Source: an optimization exercise on an open RTL-to-GDS flow (aim: small area and a short achievable clock period). Production flows keep margins and buffers that such runs may drop.
At most, simulation tests tie the RTL to the original design; equivalence was not proved.
Power is estimated from default activity; no workload was simulated.

==> run H: inputs <==
==> flow/design.v <==
module fs_wbit (
  input  logic q,
  input  logic we,
  input  logic nwe,
  input  logic wd,
  output logic d
);
  assign d = (q & nwe) | (wd & we);
endmodule
module fs_rpair (
  input  logic sn0,
  input  logic d0,
  input  logic sn1,
  input  logic d1,
  output logic y
);
  assign y = !((sn0 | d0) & (sn1 | d1));
endmodule
module fs_rbit #(
  parameter int N = 256
) (
  input  logic [N-1:0] sn,
  input  logic [N-1:0] d,
  output logic         q
);
  logic [N/2-1:0] y;
  for (genvar i = 0; i < N / 2; i++) begin : g_pair
    fs_rpair u_pair (
      .sn0(sn[2*i]), .d0(d[2*i]), .sn1(sn[2*i+1]), .d1(d[2*i+1]), .y(y[i])
    );
  end
  assign q = ~|y;
endmodule
module fs_pcbit (
  input  logic s_inc,
  input  logic s_rdy,
  input  logic s_hold,
  input  logic u,
  input  logic v,
  input  logic w,
  output logic y
);
  assign y = (s_inc & u) | (s_rdy & v) | (s_hold & w);
endmodule
module fetch_stage #(
  parameter int PC_W = 8,
  parameter int INSTR_W = 16,
  parameter logic [INSTR_W-1:0] HALT_INSTR = 16'hFFFF
) (
  input  logic               clk,
  input  logic               rst,
  input  logic [PC_W-1:0]    pc_cur,
  output logic [PC_W-1:0]    pc_next,
  input  logic               redirect_valid,
  input  logic [PC_W-1:0]    redirect_target,
  output logic               id_valid,
  input  logic               id_ready,
  output logic [INSTR_W-1:0] id_instr,
  output logic [PC_W-1:0]    id_pc,
  input  logic               imem_we,
  input  logic [PC_W-1:0]    imem_waddr,
  input  logic [INSTR_W-1:0] imem_wdata,
  output logic               halted
);
  localparam int DEPTH = 1 << PC_W;
  logic [DEPTH-1:0]   wsel;
  logic [DEPTH-1:0]   rsel_n;
  logic [INSTR_W-1:0] mem   [DEPTH];
  logic [INSTR_W-1:0] mem_d [DEPTH];
  logic [DEPTH-1:0]   col   [INSTR_W];
  logic [INSTR_W-1:0] rdata;
  for (genvar r = 0; r < DEPTH; r++) begin : g_row
    assign wsel[r]   = imem_we & (imem_waddr == PC_W'(r));
    assign rsel_n[r] = (pc_cur != PC_W'(r));
    always_ff @(posedge clk)
      mem[r] <= mem_d[r];
    for (genvar c = 0; c < INSTR_W; c++) begin : g_col
      assign col[c][r] = mem[r][c];
      fs_wbit u_wbit (
        .q(mem[r][c]), .we(wsel[r]), .nwe(~wsel[r]), .wd(imem_wdata[c]),
        .d(mem_d[r][c])
      );
    end
  end
  for (genvar c = 0; c < INSTR_W; c++) begin : g_rbit
    fs_rbit #(.N(DEPTH)) u_rbit (.sn(rsel_n), .d(col[c]), .q(rdata[c]));
  end
  logic s_inc, s_rdy, s_hold;
  logic halt_hit;
  logic advance;
  logic rd_halt;
  logic [PC_W-1:0] pc_inc;
  logic [PC_W-1:0] cand_inc, cand_rdy, cand_hold;
  assign halt_hit = s_hold & id_valid & id_ready;
  assign advance  = !halted & (!id_valid | id_ready);
  assign rd_halt  = (rdata == HALT_INSTR);
  assign pc_inc    = pc_cur + 1'b1;
  assign cand_inc  = redirect_valid ? redirect_target : pc_inc;
  assign cand_hold = redirect_valid ? redirect_target : pc_cur;
  assign cand_rdy  = id_ready ? cand_inc : cand_hold;
  for (genvar i = 0; i < PC_W; i++) begin : g_pc
    fs_pcbit u_pcbit (
      .s_inc(s_inc), .s_rdy(s_rdy), .s_hold(s_hold),
      .u(cand_inc[i]), .v(cand_rdy[i]), .w(cand_hold[i]), .y(pc_next[i])
    );
  end
  always_ff @(posedge clk or negedge rst) begin
    if (!rst) begin
      halted   <= 1'b0;
      id_valid <= 1'b0;
      s_inc    <= 1'b1;
      s_rdy    <= 1'b0;
      s_hold   <= 1'b0;
    end else if (redirect_valid) begin
      halted   <= 1'b0;
      id_valid <= 1'b0;
      s_inc    <= 1'b1;
      s_rdy    <= 1'b0;
      s_hold   <= 1'b0;
    end else if (halt_hit) begin
      halted   <= 1'b1;
      id_valid <= 1'b0;
      s_inc    <= 1'b0;
      s_rdy    <= 1'b0;
      s_hold   <= 1'b1;
    end else if (advance) begin
      id_valid <= 1'b1;
      s_inc    <= 1'b0;
      s_rdy    <= !rd_halt;
      s_hold   <= rd_halt;
    end
  end
  always_ff @(posedge clk) begin
    if (!id_valid | id_ready) begin
      id_instr <= rdata;
      id_pc    <= pc_cur;
    end
  end
endmodule
==> flow/run.sh <==
#!/bin/bash
# synth_recipe.tcl (not shown) runs the flow's synth.tcl, then flattens the netlist and writes it again
# the make line also repeats each setting of config.mk as NAME=value (left out here)
make -C /OpenROAD-flow-scripts/flow DESIGN_CONFIG=/design/flow/config.mk WORK_HOME=/design/flow/orfs CLKGATE_MAP_FILE= SYNTH_SCRIPT=/design/flow/synth_recipe.tcl finish
==> flow/config.mk <==
export PLATFORM = sky130hd
export DESIGN_NAME = fetch_stage
export DESIGN_NICKNAME = fetch_stage
export VERILOG_FILES = /design/flow/design.v
export SDC_FILE = /design/flow/constraint.sdc
export NUM_CORES = 4
export LEC_CHECK = 0
export CAP_MARGIN = 20
export CORE_MARGIN = 2
export CORE_UTILIZATION = 30
export PLACE_DENSITY = 0.45
export SETUP_SLACK_MARGIN = 2.2
export SLEW_MARGIN = 20
export SYNTH_HIERARCHICAL = 1
==> flow/constraint.sdc <==
create_clock -name core_clock -period 5.0 [get_ports {clk}]
set_input_delay 1.0000 -clock core_clock [delete_from_list [all_inputs] [get_ports {clk}]]
set_output_delay 1.0000 -clock core_clock [all_outputs]
set_load 0.01 [all_outputs]
==> run R: changes against run H <==
==> flow/design.v (replaced) <==
module fs_wbit (
  input  logic q,
  input  logic we,
  input  logic nwe,
  input  logic wd,
  output logic d
);
  assign d = (q & nwe) | (wd & we);
endmodule
module fs_rpair (
  input  logic sn0,
  input  logic d0,
  input  logic sn1,
  input  logic d1,
  output logic y
);
  assign y = !((sn0 | d0) & (sn1 | d1));
endmodule
module fs_nor2 (
  input  logic a,
  input  logic b,
  output logic y
);
  assign y = !(a | b);
endmodule
module fs_nand2 (
  input  logic a,
  input  logic b,
  output logic y
);
  assign y = !(a & b);
endmodule
module fs_nand4 (
  input  logic [3:0] a,
  output logic       y
);
  assign y = !(&a);
endmodule
module fs_rbit (
  input  logic [255:0] sn,
  input  logic [255:0] d,
  output logic         q
);
  logic [127:0] y1;
  logic [63:0]  y2;
  logic [15:0]  y3;
  logic [7:0]   y4;
  logic [1:0]   y5;
  for (genvar i = 0; i < 128; i++) begin : g_l1
    fs_rpair u (.sn0(sn[2*i]), .d0(d[2*i]), .sn1(sn[2*i+1]), .d1(d[2*i+1]), .y(y1[i]));
  end
  for (genvar i = 0; i < 64; i++) begin : g_l2
    fs_nor2 u (.a(y1[2*i]), .b(y1[2*i+1]), .y(y2[i]));
  end
  for (genvar i = 0; i < 16; i++) begin : g_l3
    fs_nand4 u (.a(y2[4*i+3:4*i]), .y(y3[i]));
  end
  for (genvar i = 0; i < 8; i++) begin : g_l4
    fs_nor2 u (.a(y3[2*i]), .b(y3[2*i+1]), .y(y4[i]));
  end
  for (genvar i = 0; i < 2; i++) begin : g_l5
    fs_nand4 u (.a(y4[4*i+3:4*i]), .y(y5[i]));
  end
  fs_nor2 u_l6 (.a(y5[0]), .b(y5[1]), .y(q));
endmodule
module fs_dec4 (
  input  logic [3:0]  a,
  output logic [15:0] y
);
  for (genvar k = 0; k < 16; k++) begin : g_k
    assign y[k] = (a == 4'(k));
  end
endmodule
module fs_dec4e (
  input  logic [3:0]  a,
  input  logic        en,
  output logic [15:0] y,
  output logic [15:0] yn
);
  for (genvar k = 0; k < 16; k++) begin : g_k
    assign y[k]  = en & (a == 4'(k));
    assign yn[k] = !(en & (a == 4'(k)));
  end
endmodule
module fs_andn #(
  parameter int N = 2
) (
  input  logic [N-1:0] a,
  output logic         y
);
  assign y = &a;
endmodule
module fs_mux2 (
  input  logic s,
  input  logic a0,
  input  logic a1,
  output logic y
);
  assign y = s ? a1 : a0;
endmodule
module fs_pcbit (
  input  logic s_inc_n,
  input  logic vh0,
  input  logic vh1,
  input  logic x,
  input  logic y,
  input  logic a,
  output logic q
);
  assign q = a ^ ((!s_inc_n & x) | (vh0 & y) | (vh1 & y));
endmodule
module fs_vhnext (
  input  logic ld,
  input  logic keep,
  input  logic n0,
  input  logic n1,
  input  logic s,
  output logic d
);
  assign d = (ld & (n0 | n1)) | (keep & s);
endmodule
module fetch_stage #(
  parameter int PC_W = 8,
  parameter int INSTR_W = 16,
  parameter logic [INSTR_W-1:0] HALT_INSTR = 16'hFFFF
) (
  input  logic               clk,
  input  logic               rst,
  input  logic [PC_W-1:0]    pc_cur,
  output logic [PC_W-1:0]    pc_next,
  input  logic               redirect_valid,
  input  logic [PC_W-1:0]    redirect_target,
  output logic               id_valid,
  input  logic               id_ready,
  output logic [INSTR_W-1:0] id_instr,
  output logic [PC_W-1:0]    id_pc,
  input  logic               imem_we,
  input  logic [PC_W-1:0]    imem_waddr,
  input  logic [INSTR_W-1:0] imem_wdata,
  output logic               halted
);
  localparam int DEPTH = 1 << PC_W;
  logic [15:0]        wlo, whi, wlo_n, whi_n;
  logic [15:0]        rlo, rhi;
  logic [DEPTH-1:0]   wsel, wsel_n;
  logic [DEPTH-1:0]   rsel_n;
  logic [INSTR_W-1:0] mem   [DEPTH];
  logic [INSTR_W-1:0] mem_d [DEPTH];
  logic [DEPTH-1:0]   col   [INSTR_W];
  logic [INSTR_W-1:0] rdata;
  fs_dec4e u_wdec_lo (.a(imem_waddr[3:0]), .en(1'b1), .y(wlo), .yn(wlo_n));
  fs_dec4e u_wdec_hi (.a(imem_waddr[7:4]), .en(imem_we), .y(whi), .yn(whi_n));
  fs_dec4 u_rdec_lo (.a(pc_cur[3:0]), .y(rlo));
  fs_dec4 u_rdec_hi (.a(pc_cur[7:4]), .y(rhi));
  for (genvar r = 0; r < DEPTH; r++) begin : g_row
    fs_nor2  u_wsel   (.a(whi_n[r/16]), .b(wlo_n[r%16]), .y(wsel[r]));
    fs_nand2 u_wsel_n (.a(whi[r/16]), .b(wlo[r%16]), .y(wsel_n[r]));
    fs_nand2 u_rsel (.a(rhi[r/16]), .b(rlo[r%16]), .y(rsel_n[r]));
    always_ff @(posedge clk)
      mem[r] <= mem_d[r];
    for (genvar c = 0; c < INSTR_W; c++) begin : g_col
      assign col[c][r] = mem[r][c];
      fs_wbit u_wbit (
        .q(mem[r][c]), .we(wsel[r]), .nwe(wsel_n[r]), .wd(imem_wdata[c]),
        .d(mem_d[r][c])
      );
    end
  end
  for (genvar c = 0; c < INSTR_W; c++) begin : g_rbit
    fs_rbit u_rbit (.sn(rsel_n), .d(col[c]), .q(rdata[c]));
  end
  logic s_inc_n, vh0, vh1;
  logic slot_halt;
  logic halt_hit;
  logic advance;
  logic [3:0] rd_nib_n;
  logic ld, keep;
  logic vh0_d, vh1_d;
  assign slot_halt = id_valid & !vh0 & !vh1;
  assign halt_hit  = slot_halt & id_ready;
  assign advance   = !halted & (!id_valid | id_ready);
  for (genvar k = 0; k < 4; k++) begin : g_hnib
    fs_nand4 u (.a(rdata[4*k+3:4*k]), .y(rd_nib_n[k]));
  end
  for (genvar i = 0; i < PC_W; i++) begin : g_pc
    logic a, x, y;
    fs_mux2 u_a (.s(redirect_valid), .a0(pc_cur[i]), .a1(redirect_target[i]), .y(a));
    if (i == 0) begin : g_b0
      assign x = !redirect_valid;
      fs_andn #(.N(2)) u_y (.a({!redirect_valid, id_ready}), .y(y));
    end else begin : g_bn
      fs_andn #(.N(i + 1)) u_x (.a({!redirect_valid, pc_cur[i-1:0]}), .y(x));
      fs_andn #(.N(i + 2)) u_y (.a({!redirect_valid, id_ready, pc_cur[i-1:0]}), .y(y));
    end
    fs_pcbit u_pcbit (
      .s_inc_n(s_inc_n), .vh0(vh0), .vh1(vh1), .x(x), .y(y), .a(a), .q(pc_next[i])
    );
  end
  assign ld   = !redirect_valid & !halt_hit & advance;
  assign keep = !redirect_valid & !halt_hit & !advance;
  fs_vhnext u_vh0_d (.ld(ld), .keep(keep), .n0(rd_nib_n[0]), .n1(rd_nib_n[1]), .s(vh0), .d(vh0_d));
  fs_vhnext u_vh1_d (.ld(ld), .keep(keep), .n0(rd_nib_n[2]), .n1(rd_nib_n[3]), .s(vh1), .d(vh1_d));
  always_ff @(posedge clk or negedge rst) begin
    if (!rst) begin
      halted   <= 1'b0;
      id_valid <= 1'b0;
      s_inc_n  <= 1'b0;
      vh0      <= 1'b0;
      vh1      <= 1'b0;
    end else begin
      vh0 <= vh0_d;
      vh1 <= vh1_d;
      if (redirect_valid) begin
        halted   <= 1'b0;
        id_valid <= 1'b0;
        s_inc_n  <= 1'b0;
      end else if (halt_hit) begin
        halted   <= 1'b1;
        id_valid <= 1'b0;
        s_inc_n  <= 1'b1;
      end else if (advance) begin
        id_valid <= 1'b1;
        s_inc_n  <= 1'b1;
      end
    end
  end
  always_ff @(posedge clk) begin
    if (!id_valid | id_ready) begin
      id_instr <= rdata;
      id_pc    <= pc_cur;
    end
  end
endmodule
--- a/flow/config.mk
+++ b/flow/config.mk
@@ -7,8 +7,11 @@
 export LEC_CHECK = 0
 export CAP_MARGIN = 20
 export CORE_MARGIN = 2
-export CORE_UTILIZATION = 30
-export PLACE_DENSITY = 0.45
+export CORE_UTILIZATION = 65
+export CTS_CLUSTER_DIAMETER = 80
+export CTS_CLUSTER_SIZE = 28
+export PLACE_DENSITY = 0.75
 export SETUP_SLACK_MARGIN = 2.2
 export SLEW_MARGIN = 20
 export SYNTH_HIERARCHICAL = 1
+export TNS_END_PERCENT = 5
==> comparison table <==
Outcome: run H timing/DRC/antenna clean; run R timing/DRC/antenna clean
Internal Pwr Total: run H 57.5 mW; run R 41.8 mW
Total die area: run H 476000 µm²; run R 223000 µm²
Share of post-route cells with drive strength above 1: run H 0.233; run R 0.127
Critical path startpoint: run H pc_cur[1]; run R pc_cur[0]
Post-Synth Simple-Gate Area: run H 0.0575; run R 0.0723
DR vias/cell: run H 6.12; run R 7.78
Post-route non-filler standard cell count: run H 20800; run R 16900
H-Tree Level Count: run H 5; run R 4
Synthesis-to-finish area growth: run H 33.2%; run R 14.9%
Maximum VDD drop: run H 0.000315 V; run R 0.000356 V
Overall power: run H 75.6 mW; run R 55.2 mW
Static leakage power: run H 74.8 nW; run R 64.3 nW
Number of inserted filler cells in the final layout: run H 44300; run R 14800
NonClk Buf Share: run H 0.0945; run R 0.0605
First-pass GRT wire length: run H 925000 µm; run R 821000 µm
Register share of total power: run H 0.471; run R 0.626
Maximum buffer depth of the clock tree: run H 4; run R 3
Complex-gate fraction of the synthesized area: run H 0.346; run R 0.343
CTS resizes: run H 608; run R 708
Std cell rows: run H 251; run R 171
The RTL of run H was laid out without a check of its function.

port drivers added, routing unchanged:
The results above use ideal ports. As a check the final layouts listed here were re-extracted and re-timed, cells and wires unchanged.
Step 1 assumes that a clkbuf_16 drives the clock port and a buf_2 every other input.
Step 2 also shifts input and output timing later by t, the mid clock arrival at the registers, as if the neighbouring blocks saw the same clock.
Slacks: ideal ports / drivers / drivers and shift; pairs: ideal ports / drivers.
| run | t, ns | slack for setup (ns) | worst setup path after step 2 | clock arrival spread, ns | cell pins on the clock port's net |
|---|---|---|---|---|---|
| run H | 1.154 | 0.757 / 0.848 / -0.306 | input to register | 0.083 / 0.082 | 1 |
| run R | 0.988 | 1.478 / 1.349 / 0.362 | input to register | 0.041 / 0.041 | 1 |
With both steps, setup timing fails in run H, where it was met with ideal ports. The setup slack of run R, which loses most, moves by -0.129 ns with the drivers and by -1.116 ns with both steps.
